From an optimization exercise on the open Yosys and OpenROAD flow, aimed at a short achievable clock period and few clock cycles per item; shortcuts taken in it are not production practice.
In this exercise RTL edits were held to simulation tests only and were not proved equivalent to the original.
No activity file was given, so power comes from the tool's default toggle rates.

==> inputs of v6 <==
==> flow/design.v <==
`default_nettype none
package isaPkg;
	typedef logic [31:0] wordT;
	typedef logic [31:0] instrT;
	typedef logic [4:0] regAddrT;
	typedef logic [15:0] immT;
	typedef logic [5:0] opcodeT;
	typedef logic [5:0] functT;
	localparam opcodeT SPECIAL = 6'b000000;   
	localparam opcodeT ADDI = 6'b001000;
	localparam opcodeT ADDIU = 6'b001001;
	localparam opcodeT ANDI = 6'b001100;
	localparam opcodeT ORI = 6'b001101;
	localparam functT ADD = 6'b100000;
	localparam functT ADDU = 6'b100001;
	localparam functT SUB = 6'b100010;
	localparam functT SUBU = 6'b100011;
	localparam functT AND = 6'b100100;
	localparam functT OR = 6'b100101;
	localparam functT SLT = 6'b101010;
	localparam int OPCODE_LSB = 26;
	localparam int RS_LSB = 21;
	localparam int RT_LSB = 16;
	localparam int RD_LSB = 11;
	localparam int FUNCT_LSB = 0;
	localparam int IMM_LSB = 0;
endpackage
`default_nettype wire
`default_nettype none
package execPkg;
	typedef enum logic [2:0] {
		ALU_ADD,
		ALU_SUB,
		ALU_AND,
		ALU_OR,
		ALU_SLT
	} aluOpT;
	typedef enum logic [1:0] {
		ST_IDLE,
		ST_READ,
		ST_EXEC,
		ST_WRITE
	} execStateT;
	typedef logic [34:0] uopT;
endpackage
`default_nettype wire
`timescale 1ns/100ps
`default_nettype none
module aluSlice
(
	input logic [15:0] a,
	input logic [15:0] bx,
	input logic cin,
	input logic arith,
	input logic andOp,
	input logic orOp,
	output logic [15:0] res,
	output logic cout,
	output logic sumMsb
);
	logic [15:0] p;
	logic [15:0] g;
	logic [15:0] gg [5];
	logic [15:0] pp [5];
	logic [15:0] c;
	logic [15:0] logicRes;
	logic [15:0] res0;
	logic [15:0] res1;
	assign p = a ^ bx;
	assign g = a & bx;
	always_comb
	begin
		gg[0] = g;
		pp[0] = p;
		gg[0][0] = g[0] | (p[0] & cin);
		pp[0][0] = 1'b0;
		for (int l = 0; l < 4; l++)
		begin
			for (int i = 0; i < 16; i++)
			begin
				if (i >= (1 << l))
				begin
					gg[l + 1][i] = gg[l][i] | (pp[l][i] & gg[l][i - (1 << l)]);
					pp[l + 1][i] = pp[l][i] & pp[l][i - (1 << l)];
				end
				else
				begin
					gg[l + 1][i] = gg[l][i];
					pp[l + 1][i] = pp[l][i];
				end
			end
		end
	end
	assign c = {gg[4][14:0], cin};
	assign cout = gg[4][15];
	assign sumMsb = p[15] ^ c[15];
	assign logicRes = ({16{andOp}} & g) | ({16{orOp}} & (a | bx));
	assign res0 = arith ? p : logicRes;
	assign res1 = arith ? ~p : logicRes;
	always_comb
	begin
		for (int i = 0; i < 16; i++)
			res[i] = c[i] ? res1[i] : res0[i];
	end
endmodule
`default_nettype wire
`timescale 1ns/100ps
`default_nettype none
module coreTop
(
	input logic clk,
	input logic rst,
	input logic instrStrobe,
	input logic [31:0] instr,
	output logic busy,
	output logic halted,
	output logic wbStrobe,
	output logic [4:0] wbAddr,
	output logic [31:0] wbData
);
	logic legal;
	logic take;
	logic inImm;
	logic fValid;
	logic fStall;
	logic haltedI;
	logic [31:0] fInstr;
	always_comb
	begin
		legal = 1'b0;
		case (instr[31:26])
			isaPkg::SPECIAL:
				case (instr[5:0])
					isaPkg::ADD, isaPkg::ADDU, isaPkg::SUB, isaPkg::SUBU,
					isaPkg::AND, isaPkg::OR, isaPkg::SLT: legal = 1'b1;
					default: legal = 1'b0;
				endcase
			isaPkg::ADDI, isaPkg::ADDIU, isaPkg::ANDI, isaPkg::ORI: legal = 1'b1;
			default: legal = 1'b0;
		endcase
	end
	assign take = instrStrobe && !haltedI && !fStall;
	assign inImm = (instr[31:26] != isaPkg::SPECIAL);
	logic [4:0] rs;
	logic [4:0] rt;
	logic [4:0] dDest;
	logic dImm;
	logic dSub;
	logic dAnd;
	logic dOr;
	logic dSlt;
	logic dArith;
	logic dWr;
	assign rs = fInstr[25:21];
	assign rt = fInstr[20:16];
	assign dImm = (fInstr[31:26] != isaPkg::SPECIAL);
	assign dDest = dImm ? rt : fInstr[15:11];
	assign dSlt = !dImm && fInstr[3];
	assign dSub = !dImm && (fInstr[1] || fInstr[3]);
	assign dAnd = dImm ? fInstr[28] && !fInstr[26] : !fInstr[3] && fInstr[2] && !fInstr[0];
	assign dOr = dImm ? fInstr[28] && fInstr[26] : !fInstr[3] && fInstr[2] && fInstr[0];
	assign dArith = !(dAnd || dOr || dSlt);
	assign dWr = fValid && (dDest != 5'd0);
	logic fFwdA1;
	logic fFwdB1;
	logic dSltLate;
	assign dSltLate = dSlt && (fFwdA1 || fFwdB1);
	logic lValid;
	logic lWr;
	logic [4:0] lDest;
	logic lSub;
	logic lAnd;
	logic lOr;
	logic lSlt;
	logic lSltLate;         
	logic lArith;
	logic [31:0] lA;
	logic [31:0] lB;
	logic lFwdA1;           
	logic lFwdB1;
	logic lFwdA2;           
	logic lFwdB2;
	logic lSltA2;           
	logic lSltB2;
	logic hValid;
	logic hWr;
	logic [4:0] hDest;
	logic hSub;
	logic hAnd;
	logic hOr;
	logic hSlt;
	logic hArith;
	logic [15:0] hA;
	logic [15:0] hBx;
	logic hFwdA;
	logic hFwdB;
	logic hCarry;
	logic [15:0] lRes;      
	logic [15:0] lResN;     
	logic [31:0] wData;
	logic [15:0] wDataNH;   
	logic [4:0] nRs;
	logic [4:0] nRt;
	logic nImm;
	logic nA1;
	logic nA2;
	logic nA3;
	logic nB1;
	logic nB2;
	logic nB3;
	assign nRs = fStall ? rs : instr[25:21];
	assign nRt = fStall ? rt : instr[20:16];
	assign nImm = fStall ? dImm : inImm;
	assign nA1 = !fStall && dWr && (dDest == nRs);
	assign nA2 = lWr && (lDest == nRs);
	assign nA3 = hWr && (hDest == nRs);
	assign nB1 = !fStall && dWr && (dDest == nRt) && !nImm;
	assign nB2 = lWr && (lDest == nRt) && !nImm;
	assign nB3 = hWr && (hDest == nRt) && !nImm;
	logic inDepSlt;
	assign inDepSlt = dSltLate && (nA1 || nB1);
	logic busyR;
	logic haltedR;
	logic haltedNext;
	logic stallNext;
	assign haltedNext = haltedI || (take && !legal);
	assign stallNext = take && legal && inDepSlt;
	always_ff @(posedge clk or negedge rst)
	begin
		if (!rst)
		begin
			haltedI <= 1'b0;
			fValid <= 1'b0;
			fStall <= 1'b0;
		end
		else
		begin
			haltedI <= haltedNext;
			fStall <= stallNext;
			if (take)
				fValid <= legal;
			else if (!fStall)
				fValid <= 1'b0;
		end
	end
	always_ff @(posedge clk)
	begin
		busyR <= stallNext || haltedNext;
		haltedR <= haltedNext;
	end
	assign busy = busyR;
	assign halted = haltedR;
	logic [31:1] fSelA;     
	logic [31:1] fSelB;
	logic fSelAW;           
	logic fSelBW;
	logic fSelAL;           
	logic fSelBL;
	logic fSelBImm;         
	logic fFwdA2;
	logic fFwdB2;
	logic fSltA2;
	logic fSltB2;
	always_ff @(posedge clk)
	begin
		if (!fStall)
			fInstr <= instr;
		for (int k = 1; k < 32; k++)
		begin
			fSelA[k] <= (nRs == 5'(k)) && !nA2 && !nA3;
			fSelB[k] <= (nRt == 5'(k)) && !nB2 && !nB3 && !nImm;
		end
		fSelAW <= nA3 && !nA2;
		fSelBW <= nB3 && !nB2;
		fSelAL <= nA2 && !lSltLate;
		fSelBL <= nB2 && !lSltLate;
		fSelBImm <= nImm;
		fFwdA1 <= nA1;
		fFwdB1 <= nB1;
		fFwdA2 <= nA2;
		fFwdB2 <= nB2;
		fSltA2 <= nA2 && lSltLate;
		fSltB2 <= nB2 && lSltLate;
	end
	logic [31:0] regs [1:31];
	logic [31:0] immVal;
	logic [31:0] rdA;
	logic [31:0] rdB;
	assign immVal = {((!fInstr[28] && fInstr[15]) ? 16'hFFFF : 16'h0000), fInstr[15:0]};
	always_comb
	begin
		rdA = ({32{fSelAW}} & wData) | {16'd0, {16{fSelAL}} & lRes};
		rdB = ({32{fSelBW}} & wData) | {16'd0, {16{fSelBL}} & lRes} |
			({32{fSelBImm}} & immVal);
		for (int k = 1; k < 32; k++)
		begin
			rdA = rdA | ({32{fSelA[k]}} & regs[k]);
			rdB = rdB | ({32{fSelB[k]}} & regs[k]);
		end
	end
	always_ff @(posedge clk or negedge rst)
	begin
		if (!rst)
		begin
			lValid <= 1'b0;
			lWr <= 1'b0;
			hValid <= 1'b0;
			hWr <= 1'b0;
		end
		else
		begin
			lValid <= fValid && !fStall;
			lWr <= dWr && !fStall;
			hValid <= lValid;
			hWr <= lWr;
		end
	end
	always_ff @(posedge clk)
	begin
		lDest <= dDest;
		lSub <= dSub;
		lAnd <= dAnd;
		lOr <= dOr;
		lSlt <= dSlt;
		lSltLate <= dSltLate;
		lArith <= dArith;
		lA <= rdA;
		lB <= rdB;
		lFwdA1 <= fFwdA1;
		lFwdB1 <= fFwdB1;
		lFwdA2 <= fFwdA2;
		lFwdB2 <= fFwdB2;
		lSltA2 <= fSltA2;
		lSltB2 <= fSltB2;
	end
	logic [15:0] aL;
	logic [15:0] bxL;
	logic [15:0] resL;
	logic coutL;
	logic unusedL;
	logic [15:0] bL;        
	logic [15:0] aHiL;      
	logic [15:0] bHiL;
	logic ltL;              
	assign aL = lFwdA1 ? lRes : (lA[15:0] | {15'd0, lSltA2 && wData[0]});
	assign bL = lB[15:0] | {15'd0, lSltB2 && wData[0]};
	assign bxL = lFwdB1 ? (lSub ? lResN : lRes) : (bL ^ {16{lSub}});
	assign aHiL = lFwdA2 ? wData[31:16] : lA[31:16];
	assign bHiL = lFwdB2 ? wData[31:16] : lB[31:16];
	assign ltL = $signed({aHiL, aL}) < $signed({bHiL, bL});
	aluSlice sliceL (
		.a(aL),
		.bx(bxL),
		.cin(lSub),
		.arith(lArith),
		.andOp(lAnd),
		.orOp(lOr),
		.res(resL),
		.cout(coutL),
		.sumMsb(unusedL)
	);
	always_ff @(posedge clk)
	begin
		hDest <= lDest;
		hSub <= lSub;
		hAnd <= lAnd;
		hOr <= lOr;
		hSlt <= lSlt;
		hArith <= lArith;
		hA <= aHiL;
		hBx <= bHiL ^ {16{lSub}};
		hFwdA <= lFwdA1;
		hFwdB <= lFwdB1;
		hCarry <= coutL;
		lRes <= resL | {15'd0, lSlt && !lSltLate && ltL};
		lResN <= ~(resL | {15'd0, lSlt && !lSltLate && ltL});
	end
	logic [15:0] aH;
	logic [15:0] bxH;
	logic [15:0] resH;
	logic sumH15;
	logic unusedH;
	logic lt;
	logic [31:0] resFull;
	assign aH = hFwdA ? wData[31:16] : hA;
	assign bxH = hFwdB ? (hSub ? wDataNH : wData[31:16]) : hBx;
	aluSlice sliceH (
		.a(aH),
		.bx(bxH),
		.cin(hCarry),
		.arith(hArith),
		.andOp(hAnd),
		.orOp(hOr),
		.res(resH),
		.cout(unusedH),
		.sumMsb(sumH15)
	);
	assign lt = (aH[15] == bxH[15]) ? aH[15] : sumH15;
	assign resFull = {resH, hSlt ? {15'd0, lt} : lRes};
	logic [31:1] wSel;
	logic wValidR;
	logic [4:0] outAddr;
	logic [31:0] outData;
	always_ff @(posedge clk)
	begin
		wData <= resFull;
		wDataNH <= ~resH;
		for (int k = 1; k < 32; k++)
			wSel[k] <= hWr && (hDest == 5'(k));
		wValidR <= hValid;
		outAddr <= hValid ? hDest : 5'd0;
		outData <= hValid ? resFull : 32'd0;
	end
	always_ff @(posedge clk or negedge rst)
	begin
		if (!rst)
		begin
			for (int i = 1; i < 32; i++)
				regs[i] <= 32'd0;
		end
		else
		begin
			for (int i = 1; i < 32; i++)
				if (wSel[i])
					regs[i] <= wData;
		end
	end
	assign wbStrobe = wValidR;
	assign wbAddr = outAddr;
	assign wbData = outData;
endmodule
`default_nettype wire
==> flow/flow/run.sh <==
#!/bin/bash
# Standard layout (the standard.sh), with two synthesis changes that only
# affect how combinational logic is mapped:
#  - no full/half-adder cell extraction (ADDER_MAP_FILE empty), so ABC maps
#    the ALU's carry logic;
#  - ABC runs a delay-driven "dch; map -D" script (flow/abc_speed_map.script)
#    instead of ORFS's abc_speed.script.
# The synthesis script is synth_recipe.tcl with its ORFS synth.tcl replaced by
# a copy that only swaps the ABC script; registers are mapped as in the
# standard synthesis.
set -euo pipefail
HERE=$(pwd)
mkdir -p "$HERE/synth_custom"
sed 's#^source \$::env(SCRIPTS_DIR)/synth_preamble.tcl$#&\nset abc_args [lreplace $abc_args 1 1 $::env(FLOW_ABC_SCRIPT)]\nputs "custom ABC script: $::env(FLOW_ABC_SCRIPT)"#' \
	"$FLOW_HOME/scripts/synth.tcl" > "$HERE/synth_custom/synth.tcl"
grep -q 'custom ABC script' "$HERE/synth_custom/synth.tcl"
sed "s#source \$::env(SCRIPTS_DIR)/synth.tcl#source $HERE/synth_custom/synth.tcl#" \
	"$HERE/synth_recipe.tcl" > "$HERE/synth_custom/synth_recipe.tcl"
grep -q "synth_custom/synth.tcl" "$HERE/synth_custom/synth_recipe.tcl"
export FLOW_ABC_SCRIPT="$HERE/flow/abc_speed_map.script"
bash standard.sh SYNTH_SCRIPT="$HERE/synth_custom/synth_recipe.tcl" ADDER_MAP_FILE= finish > "$HERE/flow_standard.log" 2>&1
==> flow/flow/abc_speed_map.script <==
strash
dch -f
map -D 1200
topo
buffer -c
upsize -c
dnsize -c
==> flow/standard.sh <==
#!/bin/bash
# synth_recipe.tcl (not shown) runs the flow's synth.tcl, then flattens the netlist and writes it again
# the make line also repeats each setting of config.mk as NAME=value (left out here)
make -C /OpenROAD-flow-scripts/flow DESIGN_CONFIG=/design/flow/config.mk WORK_HOME=/design/flow/orfs CLKGATE_MAP_FILE= SYNTH_SCRIPT=/design/flow/synth_recipe.tcl "${@:-finish}"
==> flow/config.mk <==
export PLATFORM = sky130hd
export DESIGN_NAME = coreTop
export DESIGN_NICKNAME = coreTop
export VERILOG_FILES = /design/flow/design.v
export SDC_FILE = /design/flow/constraint.sdc
export NUM_CORES = 4
export LEC_CHECK = 0
export CAP_MARGIN = 20
export CORE_MARGIN = 2
export CORE_UTILIZATION = 30
export SETUP_SLACK_MARGIN = 3.0
export SLEW_MARGIN = 20
==> flow/constraint.sdc <==
create_clock -name core_clock -period 5.0 [get_ports {clk}]
set_input_delay 1.0000 -clock core_clock [delete_from_list [all_inputs] [get_ports {clk}]]
set_output_delay 1.0000 -clock core_clock [all_outputs]
set_load 0.01 [all_outputs]
==> v5 (differences from v6) <==
==> flow/design.v, changed modules only <==
module coreTop
(
	input logic clk,
	input logic rst,
	input logic instrStrobe,
	input logic [31:0] instr,
	output logic busy,
	output logic halted,
	output logic wbStrobe,
	output logic [4:0] wbAddr,
	output logic [31:0] wbData
);
	logic legal;
	logic take;
	logic inImm;
	logic fValid;
	logic fStall;
	logic haltedI;
	logic [31:0] fInstr;
	always_comb
	begin
		legal = 1'b0;
		case (instr[31:26])
			isaPkg::SPECIAL:
				case (instr[5:0])
					isaPkg::ADD, isaPkg::ADDU, isaPkg::SUB, isaPkg::SUBU,
					isaPkg::AND, isaPkg::OR, isaPkg::SLT: legal = 1'b1;
					default: legal = 1'b0;
				endcase
			isaPkg::ADDI, isaPkg::ADDIU, isaPkg::ANDI, isaPkg::ORI: legal = 1'b1;
			default: legal = 1'b0;
		endcase
	end
	assign take = instrStrobe && !haltedI && !fStall;
	assign inImm = (instr[31:26] != isaPkg::SPECIAL);
	logic [4:0] rs;
	logic [4:0] rt;
	logic [4:0] dDest;
	logic dImm;
	logic dSub;
	logic dAnd;
	logic dOr;
	logic dSlt;
	logic dArith;
	logic dWr;
	assign rs = fInstr[25:21];
	assign rt = fInstr[20:16];
	assign dImm = (fInstr[31:26] != isaPkg::SPECIAL);
	assign dDest = dImm ? rt : fInstr[15:11];
	assign dSlt = !dImm && fInstr[3];
	assign dSub = !dImm && (fInstr[1] || fInstr[3]);
	assign dAnd = dImm ? fInstr[28] && !fInstr[26] : !fInstr[3] && fInstr[2] && !fInstr[0];
	assign dOr = dImm ? fInstr[28] && fInstr[26] : !fInstr[3] && fInstr[2] && fInstr[0];
	assign dArith = !(dAnd || dOr || dSlt);
	assign dWr = fValid && (dDest != 5'd0);
	logic fFwdA1;
	logic fFwdB1;
	logic dSltLate;
	assign dSltLate = dSlt && (fFwdA1 || fFwdB1);
	logic lValid;
	logic lWr;
	logic [4:0] lDest;
	logic lSub;
	logic lAnd;
	logic lOr;
	logic lSlt;
	logic lSltLate;         
	logic lArith;
	logic [31:0] lA;
	logic [31:0] lB;
	logic lFwdA1;           
	logic lFwdB1;
	logic lFwdA2;           
	logic lFwdB2;
	logic lSltA2;           
	logic lSltB2;
	logic lSelBP;           
	logic lSelBN;           
	logic hValid;
	logic hWr;
	logic [4:0] hDest;
	logic hSub;
	logic hAnd;
	logic hOr;
	logic hSlt;
	logic hArith;
	logic [15:0] hA;
	logic [15:0] hBx;
	logic hFwdA;
	logic hFwdB;
	logic hSelBP;           
	logic hSelBN;           
	logic hCarry;
	logic [15:0] lRes;      
	logic [15:0] lResN;     
	logic wValid;
	logic [31:0] wData;
	logic [15:0] wDataNH;   
	logic [4:0] nRs;
	logic [4:0] nRt;
	logic nImm;
	logic nA1;
	logic nA2;
	logic nA3;
	logic nB1;
	logic nB2;
	logic nB3;
	assign nRs = fStall ? rs : instr[25:21];
	assign nRt = fStall ? rt : instr[20:16];
	assign nImm = fStall ? dImm : inImm;
	assign nA1 = !fStall && dWr && (dDest == nRs);
	assign nA2 = lWr && (lDest == nRs);
	assign nA3 = hWr && (hDest == nRs);
	assign nB1 = !fStall && dWr && (dDest == nRt) && !nImm;
	assign nB2 = lWr && (lDest == nRt) && !nImm;
	assign nB3 = hWr && (hDest == nRt) && !nImm;
	logic inDepSlt;
	assign inDepSlt = dSltLate && (nA1 || nB1);
	logic busyR;
	logic haltedR;
	logic haltedNext;
	logic stallNext;
	assign haltedNext = haltedI || (take && !legal);
	assign stallNext = take && legal && inDepSlt;
	always_ff @(posedge clk or negedge rst)
	begin
		if (!rst)
		begin
			haltedI <= 1'b0;
			fValid <= 1'b0;
			fStall <= 1'b0;
		end
		else
		begin
			haltedI <= haltedNext;
			fStall <= stallNext;
			if (take)
				fValid <= legal;
			else if (!fStall)
				fValid <= 1'b0;
		end
	end
	always_ff @(posedge clk)
	begin
		busyR <= rst && (stallNext || haltedNext);
		haltedR <= rst && haltedNext;
	end
	assign busy = busyR;
	assign halted = haltedR;
	logic [31:1] fSelA;     
	logic [31:1] fSelB;
	logic fSelAW;           
	logic fSelBW;
	logic fSelAL;           
	logic fSelBL;
	logic fSelBImm;         
	logic fFwdA2;
	logic fFwdB2;
	logic fSltA2;
	logic fSltB2;
	always_ff @(posedge clk)
	begin
		if (!fStall)
			fInstr <= instr;
		for (int k = 1; k < 32; k++)
		begin
			fSelA[k] <= (nRs == 5'(k)) && !nA2 && !nA3;
			fSelB[k] <= (nRt == 5'(k)) && !nB2 && !nB3 && !nImm;
		end
		fSelAW <= nA3 && !nA2;
		fSelBW <= nB3 && !nB2;
		fSelAL <= nA2 && !lSltLate;
		fSelBL <= nB2 && !lSltLate;
		fSelBImm <= nImm;
		fFwdA1 <= nA1;
		fFwdB1 <= nB1;
		fFwdA2 <= nA2;
		fFwdB2 <= nB2;
		fSltA2 <= nA2 && lSltLate;
		fSltB2 <= nB2 && lSltLate;
	end
	logic [31:0] regs [1:31];
	logic [31:0] immVal;
	logic [31:0] rdA;
	logic [31:0] rdB;
	assign immVal = {((!fInstr[28] && fInstr[15]) ? 16'hFFFF : 16'h0000), fInstr[15:0]};
	always_comb
	begin
		rdA = ({32{fSelAW}} & wData) | {16'd0, {16{fSelAL}} & lRes};
		rdB = ({32{fSelBW}} & wData) | {16'd0, {16{fSelBL}} & lRes} |
			({32{fSelBImm}} & immVal);
		for (int k = 1; k < 32; k++)
		begin
			rdA = rdA | ({32{fSelA[k]}} & regs[k]);
			rdB = rdB | ({32{fSelB[k]}} & regs[k]);
		end
	end
	always_ff @(posedge clk or negedge rst)
	begin
		if (!rst)
		begin
			lValid <= 1'b0;
			lWr <= 1'b0;
			hValid <= 1'b0;
			hWr <= 1'b0;
			wValid <= 1'b0;
		end
		else
		begin
			lValid <= fValid && !fStall;
			lWr <= dWr && !fStall;
			hValid <= lValid;
			hWr <= lWr;
			wValid <= hValid;
		end
	end
	always_ff @(posedge clk)
	begin
		lDest <= dDest;
		lSub <= dSub;
		lAnd <= dAnd;
		lOr <= dOr;
		lSlt <= dSlt;
		lSltLate <= dSltLate;
		lArith <= dArith;
		lA <= rdA;
		lB <= rdB;
		lFwdA1 <= fFwdA1;
		lFwdB1 <= fFwdB1;
		lFwdA2 <= fFwdA2;
		lFwdB2 <= fFwdB2;
		lSltA2 <= fSltA2;
		lSltB2 <= fSltB2;
		lSelBP <= fFwdB1 && !dSub;
		lSelBN <= fFwdB1 && dSub;
	end
	logic [15:0] aL;
	logic [15:0] bxL;
	logic [15:0] resL;
	logic coutL;
	logic unusedL;
	logic [15:0] bL;        
	logic [15:0] aHiL;      
	logic [15:0] bHiL;
	logic ltL;              
	assign aL = lFwdA1 ? lRes : (lA[15:0] | {15'd0, lSltA2 && wData[0]});
	assign bL = lB[15:0] | {15'd0, lSltB2 && wData[0]};
	assign bxL = ({16{lSelBP}} & lRes) | ({16{lSelBN}} & lResN) |
		({16{!lFwdB1}} & (bL ^ {16{lSub}}));
	assign aHiL = lFwdA2 ? wData[31:16] : lA[31:16];
	assign bHiL = lFwdB2 ? wData[31:16] : lB[31:16];
	assign ltL = $signed({aHiL, aL}) < $signed({bHiL, bL});
	aluSlice sliceL (
		.a(aL),
		.bx(bxL),
		.cin(lSub),
		.arith(lArith),
		.andOp(lAnd),
		.orOp(lOr),
		.res(resL),
		.cout(coutL),
		.sumMsb(unusedL)
	);
	always_ff @(posedge clk)
	begin
		hDest <= lDest;
		hSub <= lSub;
		hAnd <= lAnd;
		hOr <= lOr;
		hSlt <= lSlt;
		hArith <= lArith;
		hA <= aHiL;
		hBx <= bHiL ^ {16{lSub}};
		hFwdA <= lFwdA1;
		hFwdB <= lFwdB1;
		hSelBP <= lSelBP;
		hSelBN <= lSelBN;
		hCarry <= coutL;
		lRes <= resL | {15'd0, lSlt && !lSltLate && ltL};
		lResN <= ~(resL | {15'd0, lSlt && !lSltLate && ltL});
	end
	logic [15:0] aH;
	logic [15:0] bxH;
	logic [15:0] resH;
	logic sumH15;
	logic unusedH;
	logic lt;
	logic [31:0] resFull;
	assign aH = hFwdA ? wData[31:16] : hA;
	assign bxH = ({16{hSelBP}} & wData[31:16]) | ({16{hSelBN}} & wDataNH) |
		({16{!hFwdB}} & hBx);
	aluSlice sliceH (
		.a(aH),
		.bx(bxH),
		.cin(hCarry),
		.arith(hArith),
		.andOp(hAnd),
		.orOp(hOr),
		.res(resH),
		.cout(unusedH),
		.sumMsb(sumH15)
	);
	assign lt = (aH[15] == bxH[15]) ? aH[15] : sumH15;
	assign resFull = {resH, hSlt ? {15'd0, lt} : lRes};
	logic [31:1] wSel;
	logic [4:0] wDest;
	logic outValid;
	logic [4:0] outAddr;
	logic [31:0] outData;
	always_ff @(posedge clk)
	begin
		wData <= resFull;
		wDataNH <= ~resH;
		for (int k = 1; k < 32; k++)
			wSel[k] <= hWr && (hDest == 5'(k));
		wDest <= hDest;
		outValid <= wValid;
		outAddr <= wValid ? wDest : 5'd0;
		outData <= wValid ? wData : 32'd0;
	end
	always_ff @(posedge clk or negedge rst)
	begin
		if (!rst)
		begin
			for (int i = 1; i < 32; i++)
				regs[i] <= 32'd0;
		end
		else
		begin
			for (int i = 1; i < 32; i++)
				if (wSel[i])
					regs[i] <= wData;
		end
	end
	assign wbStrobe = outValid;
	assign wbAddr = outAddr;
	assign wbData = outData;
endmodule
CORE_UTILIZATION = 27   (was 30)
SETUP_SLACK_MARGIN = 2.8   (was 3.0)
==> reports/metrics.csv <==
metric;value;unit
layout.cells.non_filler;11166;
worstPathRequired;5.78;ns
power;29.2;mW
dr_total_vias;66043;
globalRouteMet1Util;0.343;
met3_wirelength;59200;um
clockPowerShare;0.420;
cp-startpoint;lA[20]$_DFF_P_;
outcome;no timing/DRC/antenna violations;
Source of the figures above: v5

==> reports/metrics.csv <==
metric;value;unit
synth.largest_area_cell;dfrtp_1;
final_common_cell;nand2_1;
yosysWarnings;5;
hold_violations;0;
avgSynthCellArea;8.39;sq um
multi_input_cells;4616;
max_stage_delay;0.49;ns
dr_total_vias;68059;
globalRouteMet1Util;0.370;
drt-total-wl;364000;um
met3_wirelength;61100;um
place_congestion;1.02;
power;29.0;mW
diodes;38;
worstPathRequired;5.71;ns
outcome;no timing/DRC/antenna violations;
syn_area;64200;sq um
cp-startpoint;lRes[12]$_DFF_P_;
clockPowerShare;0.407;
Source of the figures above: v6

Testbench counts of v6, summed over its fixed seeds: cycles 12,080, items 12,000.
Testbench counts of v5, summed over its fixed seeds: cycles 12,088, items 12,000.

[re-timing with driven ports]
Ports are ideal in the flow. The routed layouts listed here were re-timed in OpenROAD.
Step 1 sets driving cells, clkbuf_16 on the clock port and buf_2 on the other inputs (assumed; they add their load-dependent delay and slew).
Step 2 times the ports against the registers' clock, not the clock port: input delays grow and output delays shrink by t, the midpoint of the rising clock arrivals with the driver on.
a / b / c = ideal ports / drivers / drivers and shift; a / b = the first two.
run	shift t [ns]	slack for setup (ns)	clock arrival spread, ns
v6	0.920	2.643 / 2.629 / 1.966	0.043 / 0.042
v5	0.939	2.604 / 2.582 / 2.017	0.074 / 0.074
After both steps every run listed still meets setup and hold. The setup slack of v6, which loses most, moves by -0.014 ns with the drivers and by -0.677 ns with both steps.
